This is an optimization exercise on Yosys and OpenROAD, whose aim is small area, not a production implementation. The RTL was checked by simulation tests, not by an equivalence proof against the original design.

==> flow/design.v, too long to show whole: its modules and the start of the top module <==
// module fir_filter: 2311 lines
// module fir_fa: 4 lines
// module fir_ha: 4 lines
// module fir_sel: 3 lines
module fir_filter (
    input  logic        clk,
    input  logic        rst_n,
    input  logic        wb_cyc,
    input  logic        wb_stb,
    input  logic        wb_we,
    input  logic [3:0]  wb_adr,
    input  logic [15:0] wb_dat_w,
    output logic        wb_ack,
    output logic [15:0] wb_dat_r,
    input  logic [8:0]  sample,
    input  logic        sample_valid,
    output logic [20:0] out,
    output logic        out_valid
);
  // ...
==> flow/run.sh <==
#!/bin/bash
# synth_recipe.tcl (not shown) runs the flow's synth.tcl, then flattens the netlist and writes it again
# the make line also repeats each setting of config.mk as NAME=value (left out here)
make -C /OpenROAD-flow-scripts/flow DESIGN_CONFIG=/design/flow/config.mk WORK_HOME=/design/flow/orfs CLKGATE_MAP_FILE= SYNTH_SCRIPT=/design/flow/synth_recipe.tcl finish
==> flow/config.mk <==
export PLATFORM = sky130hd
export DESIGN_NAME = fir_filter
export DESIGN_NICKNAME = fir_filter
export VERILOG_FILES = /design/flow/design.v
export SDC_FILE = /design/flow/constraint.sdc
export NUM_CORES = 4
export LEC_CHECK = 0
export CAP_MARGIN = 20
export CORE_MARGIN = 2
export CORE_UTILIZATION = 55
export CTS_BUF_LIST = sky130_fd_sc_hd__clkbuf_16
export CTS_CLUSTER_DIAMETER = 100
export CTS_CLUSTER_SIZE = 25
export GPL_TIMING_DRIVEN = 0
export PLACE_DENSITY = 0.7
export SLEW_MARGIN = 20
export SYNTH_HIERARCHICAL = 1
export SYNTH_MINIMUM_KEEP_SIZE = 0
==> flow/constraint.sdc <==
create_clock -name core_clock -period 8.0 [get_ports {clk}]
set_input_delay 1.6000 -clock core_clock [delete_from_list [all_inputs] [get_ports {clk}]]
set_output_delay 1.6000 -clock core_clock [all_outputs]
set_load 0.01 [all_outputs]
==> results.toml, run 1 <==
[grt]
grtUsageMet1_pct = 52.5
grt_start_max_net_pins = 94
grt.busiest_layer = "met2"

[outcome]
status = "finished clean"

[critical_path]
cpMaxStageDelayCell = "fa_1"
path_class = "register to register"
crit_start = "c6[0]"
crit_end = "r1_45"

[synthesis]
synth_top_family_by_area = "adder cells"
synthCells = 1831
synth_area_um2 = 25000
synth_commonest_cells = "468 x fa_1, 450 x a222oi_1, 184 x dfrtp_1"
ys_seq_area_share_pct = 24.8
synth_top_area_cell = "fa_1"
yosys.area_share.simple_pct = 5.16
async_flop_share_pct = 69.7
synth.avg_cell_area_um2 = 13.6

[placed_design]
dp_slack_ns = 0.394

[finish]
final_core_util_pct = 59.5
final_area_um2 = 26800
multi_input_area_share_pct = 67.5
area_growth_pct = 7.36
fin_cells = 2515

[hold_path]
min_from = "r1_6"

[timing]
finClkSkew_ns = 0.0340
whs_ns = 0.366

[cts]
post_cts_buffers = 0
cts_num_sinks = 264
h-tree-depth = 1

[die]
die_w_um = 217
==> run 2, diff against run 1 <==
--- a/flow/config.mk
+++ b/flow/config.mk
@@ -9,7 +9,4 @@
 export CORE_MARGIN = 2
 export CORE_UTILIZATION = 55
-export CTS_BUF_LIST = sky130_fd_sc_hd__clkbuf_16
-export CTS_CLUSTER_DIAMETER = 100
-export CTS_CLUSTER_SIZE = 25
 export GPL_TIMING_DRIVEN = 0
 export PLACE_DENSITY = 0.7
==> results.toml, run 2 <==
[outcome]
status = "finished clean"

[synthesis]
ys_ff_latch = 264
yosys_most_used_dff = "dfrtp_1"
synth_most_common_cell = "fa_1"
yosysUniqueCellTypes = 49
yosys_warnings = 7
synth_area_um2 = 25000
synth_area_leaders = "fa_1 38%, dfrtp_1 18%, a222oi_1 18%"
synth_edf_count = 0
synth.avg_cell_area_um2 = 13.6
synth_top_area_cell = "fa_1"
synth_top_area_share_pct = 37.5
synthCells = 1831
ys_seq_area_share_pct = 24.8
async_flop_share_pct = 69.7
synth_commonest_cells = "468 x fa_1, 450 x a222oi_1, 184 x dfrtp_1"
syn_nets = 2356

[run]
maxCapViolations = 0

[die]
rows = 78
dieHeight_um = 217
ios = 74
start_util_pct = 55.4
fp.dieArea_um2 = 47100
die_w_um = 217
core_um2 = 45100

[finish]
area_growth_pct = 9.54
final_common_cell = "fa_1"
largest_register_ffs = 21
layout_common_cells = "468 x fa_1, 450 x a222oi_1, 184 x dfrtp_1"
nets = 2445
drive_gt1_share_pct = 13.6
antenna_cells = 0
top_register = "out"

[critical_path]
worst_ep_required_time_ns = 8.47
critPathMaxFanout = 12
path_class = "register to register"
crit_end = "r1_45"
crit_start = "c6[0]"
ff2ff_setup_slack_ns = 0.15
reg2reg_to = "r1_45"
end_kind = "register"
arrival_ns = 8.32
start_kind = "register"
reg2reg_depth = 15
r2r_start = "c6[0]"

[placed_design]
dp_hpwl_um = 78100
dp_slack_ns = 0.394
io_buffer_count = 57
place_congestion = 1.02

[cts]
cts_buffers = 29
h-tree-depth = 1
clk_path_buf_depth = 3
cts_num_sinks = 264
insertion_delay_ns = 0.60
clk_pin_slew_ns = 0.06
post_cts_buffers = 0
cts_root_buf = "clkbuf_16"
cts_tree = "built"
post_cts_resized = 0
hold_buffers = 0

[route]
drc_errors = 0
vias = 20600
drt-wirelength-per-cell_um = 38.0
wl_um = 96600
dr.first_iter.drc_count = 5228
routed_via_density = 8.10
firstDrtPassIters = 17
drtAntennaViolNets = 0

[timing]
period_minus_slack_ns = 7.85
tightest_slew_ns = 1.30
maxSlewViolCount = 0
rsz0062_at_grt = "no"
setup_violations = 0
fmax_mhz = 127
fin_crit_sh_pct = 98.1
finClkSkew_ns = 0.0142
hold_violations = 0
max-slew-margin-rel_pct = 13.2
worst_slack_ns = 0.154

[grt]
grt_pass1_wl_um = 142000
overflow = 0
antenna_found_initial = 0
grt_pass1_vias = 21900
grtUsageTotal_pct = 41.5
grt_start_max_net_pins = 94

[hold_path]
hp-class = "register to register"
-- run 2: critical path, cell delays in order, from the launching register on --
cell and delay, ns:
dfrtp_1 0.65, ha_1 0.36, fa_1 0.42, fa_1 0.44
fa_1 0.44, fa_1 0.44, fa_1 0.47, fa_1 1.02
a222oi_1 0.24, fa_1 0.45, fa_1 0.46, fa_1 0.48
fa_1 0.49, fa_1 0.45, fa_1 0.42, fa_1 0.47
-- run 2: layout make-up --
cell class / instances / area, µm²
Inverter: 128 / 480
Buffer: 46 / 218
Sequential cell: 264 / 6210
Clock buffer: 46 / 933
Clock inverter: 8 / 62.6
Fill cell: 3575 / 17700
Timing Repair Buffer: 58 / 603
Multi-Input combinational cell: 1393 / 18100
Tap cell: 600 / 751
-- run 2: metrics by stage --
| step | hold slack [ns] | utilization, % | instance area, µm² | instances | TNS (ns) |
|---|---|---|---|---|---|
| 3_3_place_gp | 0.332 | 58.3 | 26300 | 2488 | -340.08 |
| 2_1_floorplan | 0.331 | - | 25000 | 1831 | 0 |
| 5_1_grt | 0.370 | 60.7 | 27400 | 2543 | 0 |
| 6_report | 0.359 | 60.7 | 27400 | 2543 | 0 |
| 3_5_place_dp | 0.346 | 58.4 | 26300 | 2489 | 0 |
| 4_1_cts | 0.359 | 60.6 | 27300 | 2543 | 0 |
-- run 2: cell families (layout without fill, tap and decap cells) --
family          count (synthesis)  after routing  synth area share (%)
xor+xnor                       10             10                 0.351
simple gates                  202            202                  5.16
buf+inv                       174            286                  2.80
flops                         264            264                  24.8
mux                           196            196                  8.92
fa+ha+maj                     490            490                  38.6
compound gates                495            495                  19.3
-- run 2: per-layer routing --
metal	track usage (%)	up-vias	share of wire [%]
met1	52.9	10500	35
met3	7.88	476	12
li1	-	7736	-
met5	0	-	0
met2	67.8	1910	46
met4	21.5	0	6.6
-- run 2: worst min path at each step --
stage / from / endpoint / slack (ns) / cells past startpoint
floorplan: v2 / out_valid / 0.33 / 0
global placement: v2 / out_valid / 0.33 / 0
detailed placement: r1_0 / out[0] / 0.35 / 1
CTS: r1_0 / out[0] / 0.36 / 1
global route: v1 / v2 / 0.37 / 0
finish: r1_6 / out[6] / 0.36 / 1
-- run 2: modules after synthesis (local to each module, per instance) --
module      copies in the design  flops+latches
fir_sel                      450              0
fir_fa                       468              0
fir_filter                     1            264
fir_ha                        11              0
==> run 3, diff against run 2 <==
--- a/flow/config.mk
+++ b/flow/config.mk
@@ -9,4 +9,7 @@
 export CORE_MARGIN = 2
 export CORE_UTILIZATION = 55
+export CTS_BUF_LIST = sky130_fd_sc_hd__clkbuf_8
+export CTS_CLUSTER_DIAMETER = 60
+export CTS_CLUSTER_SIZE = 12
 export GPL_TIMING_DRIVEN = 0
 export PLACE_DENSITY = 0.7
==> results.toml, run 3 <==
[cts]
clk_pin_slew_ns = 0.08
h-tree-depth = 1
cts_root_buf = "clkbuf_8"
post_cts_resized = 0
cts_buffers = 28
clk_path_buf_depth = 3
cts_tree = "built"
cts_num_sinks = 264
insertion_delay_ns = 0.65
post_cts_buffers = 0
hold_buffers = 0

[route]
wl_um = 96200
drt-wirelength-per-cell_um = 37.9
firstDrtPassIters = 14
dr_wl_met3_um = 11600
dr_wl_met2_um = 45000
dr.first_iter.drc_count = 5189
m1WireLength_um = 33700
routed_via_density = 8.10
drtAntennaViolNets = 0
drc_errors = 0
vias = 20600
highest_layer = "met4"

[die]
ios = 74
dieHeight_um = 217
die_w_um = 217
fp.dieArea_um2 = 47100
core_um2 = 45100
rows = 78
start_util_pct = 55.4

[placed_design]
place_congestion = 1.02
dp.cells = 2489
dp_slack_ns = 0.394
io_buffer_count = 57
dp_hpwl_um = 78100

[timing]
finClkSkew_ns = 0.0285
fin_crit_sh_pct = 97.7
fmax_mhz = 128
worst_slack_ns = 0.184
hold_violations = 0
maxSlewViolCount = 0
period_minus_slack_ns = 7.82
setup_violations = 0
tightest_slew_ns = 1.32
rsz0062_at_grt = "no"
max-slew-margin-rel_pct = 12.0

[synthesis]
synthCells = 1831
synth_area_um2 = 25000
syn_nets = 2356
synth_area_leaders = "fa_1 38%, dfrtp_1 18%, a222oi_1 18%"
synth_edf_count = 0
synth_top_area_cell = "fa_1"
synth_commonest_cells = "468 x fa_1, 450 x a222oi_1, 184 x dfrtp_1"
ys_seq_area_share_pct = 24.8
yosys_warnings = 7
yosys_most_used_dff = "dfrtp_1"
synth_top_area_share_pct = 37.5
synth_most_common_cell = "fa_1"
synth.avg_cell_area_um2 = 13.6
async_flop_share_pct = 69.7
yosysUniqueCellTypes = 49
ys_ff_latch = 264

[critical_path]
worst_ep_required_time_ns = 8.53
critPathBufInv = 0
r2r_start = "c6[0]"
path_cells = "ha_1 -> fa_1 -> fa_1 -> fa_1 -> fa_1 -> fa_1 -> fa_1 -> a222oi_1 -> fa_1 -> fa_1 -> fa_1 -> fa_1 -> fa_1 -> fa_1 -> fa_1"
crit_start = "c6[0]"
slowest_delay_ns = 1.01
start_kind = "register"
path_class = "register to register"
cpMaxStageDelayCell = "fa_1"
cp_common_cell = "fa_1"
end_kind = "register"
critPathMaxFanout = 12
critical-path-top-delay-family = "adder cells"
arrival_ns = 8.34

[finish]
fin_cells = 2540
drive_gt1_share_pct = 13.2
nFillCells = 3664
top_register = "out"
nets = 2444
area_growth_pct = 7.82
largest_register_ffs = 21
final_common_cell = "fa_1"
layout_common_cells = "468 x fa_1, 450 x a222oi_1, 184 x dfrtp_1"

[grt]
antenna_found_initial = 0
overflow = 0
grt_pass1_wl_um = 141000
grt_pass1_vias = 21700
grtUsageTotal_pct = 41.3
grt_start_max_net_pins = 94

[run]
maxCapViolations = 0

[hold_path]
min_from = "r1_6"
hp-class = "register to register"

[outcome]
status = "finished clean"
## run 3: cell families (layout without fill, tap and decap cells)
| group | after synthesis | after routing | share of synthesized area, % |
|---|---|---|---|
| compound gates | 495 | 495 | 19.3 |
| simple gates | 202 | 202 | 5.16 |
| fa+ha+maj | 490 | 490 | 38.6 |
| xor+xnor | 10 | 10 | 0.351 |
| mux | 196 | 196 | 8.92 |
| flops | 264 | 264 | 24.8 |
| other cells | 0 | 1 | 0 |
| buf+inv | 174 | 282 | 2.80 |
## run 3: path summary, 6_finish.rpt
check | endpoint | slack, ns | cells past startpoint
max in group asynchronous | x9[2] | 6.14 | 2
max reg2reg | r1_45 | 0.18 | 15
min in group asynchronous | c4[1] | 0.93 | 1
max | r1_45 | 0.18 | 15
min reg2reg | out[6] | 0.36 | 1
min | out[6] | 0.36 | 1
## run 3: cell type report
cell class / count / area, µm² / area share, %
Multi-Input combinational cell: 1393 / 18100 / 67.2
Sequential cell: 264 / 6210 / 23.0
Tap cell: 600 / 751 / 2.79
Timing Repair Buffer: 58 / 603 / 2.24
Inverter: 128 / 480 / 1.78
Clock buffer: 30 / 413 / 1.53
Buffer: 46 / 218 / 0.808
Clock inverter: 20 / 149 / 0.553
Antenna cell: 1 / 2.50 / 0.00929
## run 3: modules after synthesis, one instance, submodules excluded
module | area, µm² | cells inside | flops+latches | copies in the design
fir_fa | 20.0 | 1 | 0 | 468
fir_sel | 10.0 | 1 | 0 | 450
fir_ha | 12.5 | 1 | 0 | 11
fir_filter | 11000 | 902 | 264 | 1
## run 3: through the flow
stage	instance area [µm²]	hold WS, ns	util, %	TNS (ns)
5_1_grt	26900	0.376	59.7	0
3_3_place_gp	26300	0.332	58.3	-340.08
4_1_cts	26900	0.367	59.7	0
2_1_floorplan	25000	0.331	-	0
6_report	26900	0.365	59.7	0
3_5_place_dp	26300	0.346	58.4	0
## run 3: routing by layer
layer	track usage, %	vias up
met5	0	-
met1	52.7	10600
met2	67.3	1850
met4	21.3	0
li1	-	7723
met3	7.94	440
==> run 4, diff against run 3 <==
==> flow/flow/run.sh (new file) <==
#!/bin/bash
# The standard layout, with every port buffered by the smallest buffer cell
# instead of the one buffer_ports picks by default.
set -o pipefail
cp standard.sh standard.sh.txt
export BUFFER_PORTS_ARGS="-buffer_cell sky130_fd_sc_hd__buf_1"
bash standard.sh > standard.log 2>&1
==> flow/standard.sh (new file) <==
#!/bin/bash
# synth_recipe.tcl (not shown) runs the flow's synth.tcl, then flattens the netlist and writes it again
# the make line also repeats each setting of config.mk as NAME=value (left out here)
make -C /OpenROAD-flow-scripts/flow DESIGN_CONFIG=/design/flow/config.mk WORK_HOME=/design/flow/orfs CLKGATE_MAP_FILE= SYNTH_SCRIPT=/design/flow/synth_recipe.tcl "${@:-finish}"
removed: flow/run.sh
==> results.toml, run 4 <==
[synthesis]
synth_most_common_cell = "fa_1"
yosys_warnings = 7
ys_ff_latch = 264
ys_seq_area_share_pct = 24.8
synthCells = 1831
synth_top_area_cell = "fa_1"
synth_commonest_cells = "468 x fa_1, 450 x a222oi_1, 184 x dfrtp_1"
synth_top_area_share_pct = 37.5
synth_area_leaders = "fa_1 38%, dfrtp_1 18%, a222oi_1 18%"
synth.avg_cell_area_um2 = 13.6
synth_area_um2 = 25000
syn_nets = 2356
yosys_most_used_dff = "dfrtp_1"
synth_edf_count = 0
yosysUniqueCellTypes = 49
async_flop_share_pct = 69.7

[critical_path]
cp_common_cell = "fa_1"
cpMaxStageDelayCell = "fa_1"
slowest_delay_ns = 1.05
start_kind = "register"
arrival_ns = 8.22
end_kind = "register"
worst_ep_required_time_ns = 8.51
path_cells = "ha_1 -> fa_1 -> fa_1 -> fa_1 -> fa_1 -> fa_1 -> fa_1 -> a222oi_1 -> fa_1 -> fa_1 -> fa_1 -> fa_1 -> fa_1 -> fa_1 -> fa_1"
path_class = "register to register"
critPathMaxFanout = 12

[grt]
grtUsageTotal_pct = 41.4
grt_pass1_vias = 22000
overflow = 0
antenna_found_initial = 0
grt_start_max_net_pins = 36
grt_pass1_wl_um = 142000

[finish]
final_area_um2 = 26500
nets = 2446
area_growth_pct = 6.24
antenna_cells = 0
final_common_cell = "fa_1"
ff_latch_area_um2 = 6210
multi_input_area_um2 = 18100
top_register = "out"
largest_register_ffs = 21
nFillCells = 3670
layout_common_cells = "468 x fa_1, 450 x a222oi_1, 184 x dfrtp_1"
fin_cells = 2537
drive_gt1_share_pct = 13.0
final_core_util_pct = 58.9

[timing]
whs_ns = 0.358
maxSlewViolCount = 0
tns_ns = 0
max-slew-margin-rel_pct = 22.1
rsz0062_at_grt = "no"
hold_violations = 0
setup_violations = 0
fmax_mhz = 130
fin_crit_sh_pct = 96.4
tightest_slew_ns = 1.17
finClkSkew_ns = 0.0149
period_minus_slack_ns = 7.71

[route]
drc_errors = 0
routed_via_density = 8.13
dr.first_iter.drc_count = 5270
firstDrtPassIters = 19
wl_um = 96700
drt-wirelength-per-cell_um = 38.1
vias = 20600
drtAntennaViolNets = 0

[outcome]
status = "finished clean"

[cts]
post_cts_resized = 0
post_cts_buffers = 0
hold_buffers = 0
cts_num_sinks = 264
cts_tree = "built"
clk_path_buf_depth = 3
clk_pin_slew_ns = 0.08
cts_buffers = 26
insertion_delay_ns = 0.63
h-tree-depth = 1
cts_root_buf = "clkbuf_8"

[placed_design]
io_buffer_count = 57
placed_area_um2 = 26100
dp.cells = 2493
place_congestion = 1.02
dp_hpwl_um = 78400

[die]
core_um2 = 45100
ios = 74
die_w_um = 217
rows = 78
start_util_pct = 55.4
dieHeight_um = 217
fp.dieArea_um2 = 47100

[run]
maxCapViolations = 0

[hold_path]
hp-class = "register to register"
-- run 4: cell count changes in the layout (fill, tap and decap cells not counted), moves of 2 or more --
cell	before	now
xnor2_1	6	8
clkdlybuf4s50_1	56	0
clkbuf_8	30	27
buf_1	10	66
buf_12	0	5
xnor2_2	4	2
-- run 4: worst paths after layout --
path / from / end / slack [ns] / depth (start not counted)
worst max-delay path: c6[0] / r1_45 / 0.29 / 15
worst min-delay path: r1_5 / out[5] / 0.36 / 1
worst max register to register: c6[0] / r1_45 / 0.29 / 15
worst min register to register: r1_5 / out[5] / 0.36 / 1
max in group asynchronous: rst_n / x9[0] / 5.91 / 4
min in group asynchronous: rst_n / c3[0] / 1.00 / 1
-- run 4: cell type report --
class / count / share of cell area, %
multi-input combinational: 1393 / 68.2
buffer: 46 / 0.820
clock buffer: 27 / 1.40
tap: 600 / 2.83
inverter: 128 / 1.81
timing repair buffer: 62 / 1.19
clock inverter: 17 / 0.372
sequential: 264 / 23.4
-- run 4: logic make-up after synthesis --
logic type / Yosys count / synth area share (%)
simple gates: 202 / 5.16
fa+ha+maj: 490 / 38.6
flops: 264 / 24.8
xor+xnor: 10 / 0.351
compound gates: 495 / 19.3
buf+inv: 174 / 2.80
mux: 196 / 8.92
-- run 4: stage by stage --
stage | worst slack (ns)
after floorplan | 1.38
after global placement | -2.93
after detailed placement | 0.472
after CTS | 0.469
after global routing | 0.240
final | 0.288
-- run 4: modules after synthesis (local to each module, per instance) --
module,copies in the design,cells inside
fir_filter,1,902
fir_sel,450,1
fir_ha,11,1
fir_fa,468,1
-- run 4: critical path, delay by kind of cell (launching register included) --
family	cells	cell delay, ns
adders and majority gates	14	6.72
AOI/OAI and AO/OA	1	0.24
DFF	1	0.64
-- run 4: routing by layer --
metal | track usage [%] | wire length, µm | vias up
li1 | - | - | 7721
met1 | 51.5 | 33300 | 10600
met2 | 67.3 | 45200 | 1879
met3 | 9.18 | 12000 | 445
met4 | 23.1 | 6120 | 0
met5 | 0 | 0 | -

==> what the ideal ports hide <==
How much do the figures lean on ideal ports? The routed layouts below were timed once more, with nothing changed but the port constraints.
Step 1: set_driving_cell puts a clkbuf_16 on clk and a buf_2 on each other input, an assumption about the parent block.
Step 2 moves the port delays by t, midway between the first and last clock arrival at a register: inputs arrive t later, outputs are due t later. That takes back most of the time a late clock gives input paths.
Slacks: ideal / step 1 / step 2; pairs: ideal / step 1.
run	shift t [ns]	slack for setup (ns)	worst slew at a driven data input, ns
run 1	0.601	0.171 / 0.171 / 0.171	0.05
run 2	0.649	0.154 / 0.154 / 0.154	0.05
run 3	0.696	0.184 / 0.184 / 0.184	0.05
run 4	0.679	0.288 / 0.288 / 0.288	0.04
After both steps setup and hold are still met in every run listed.
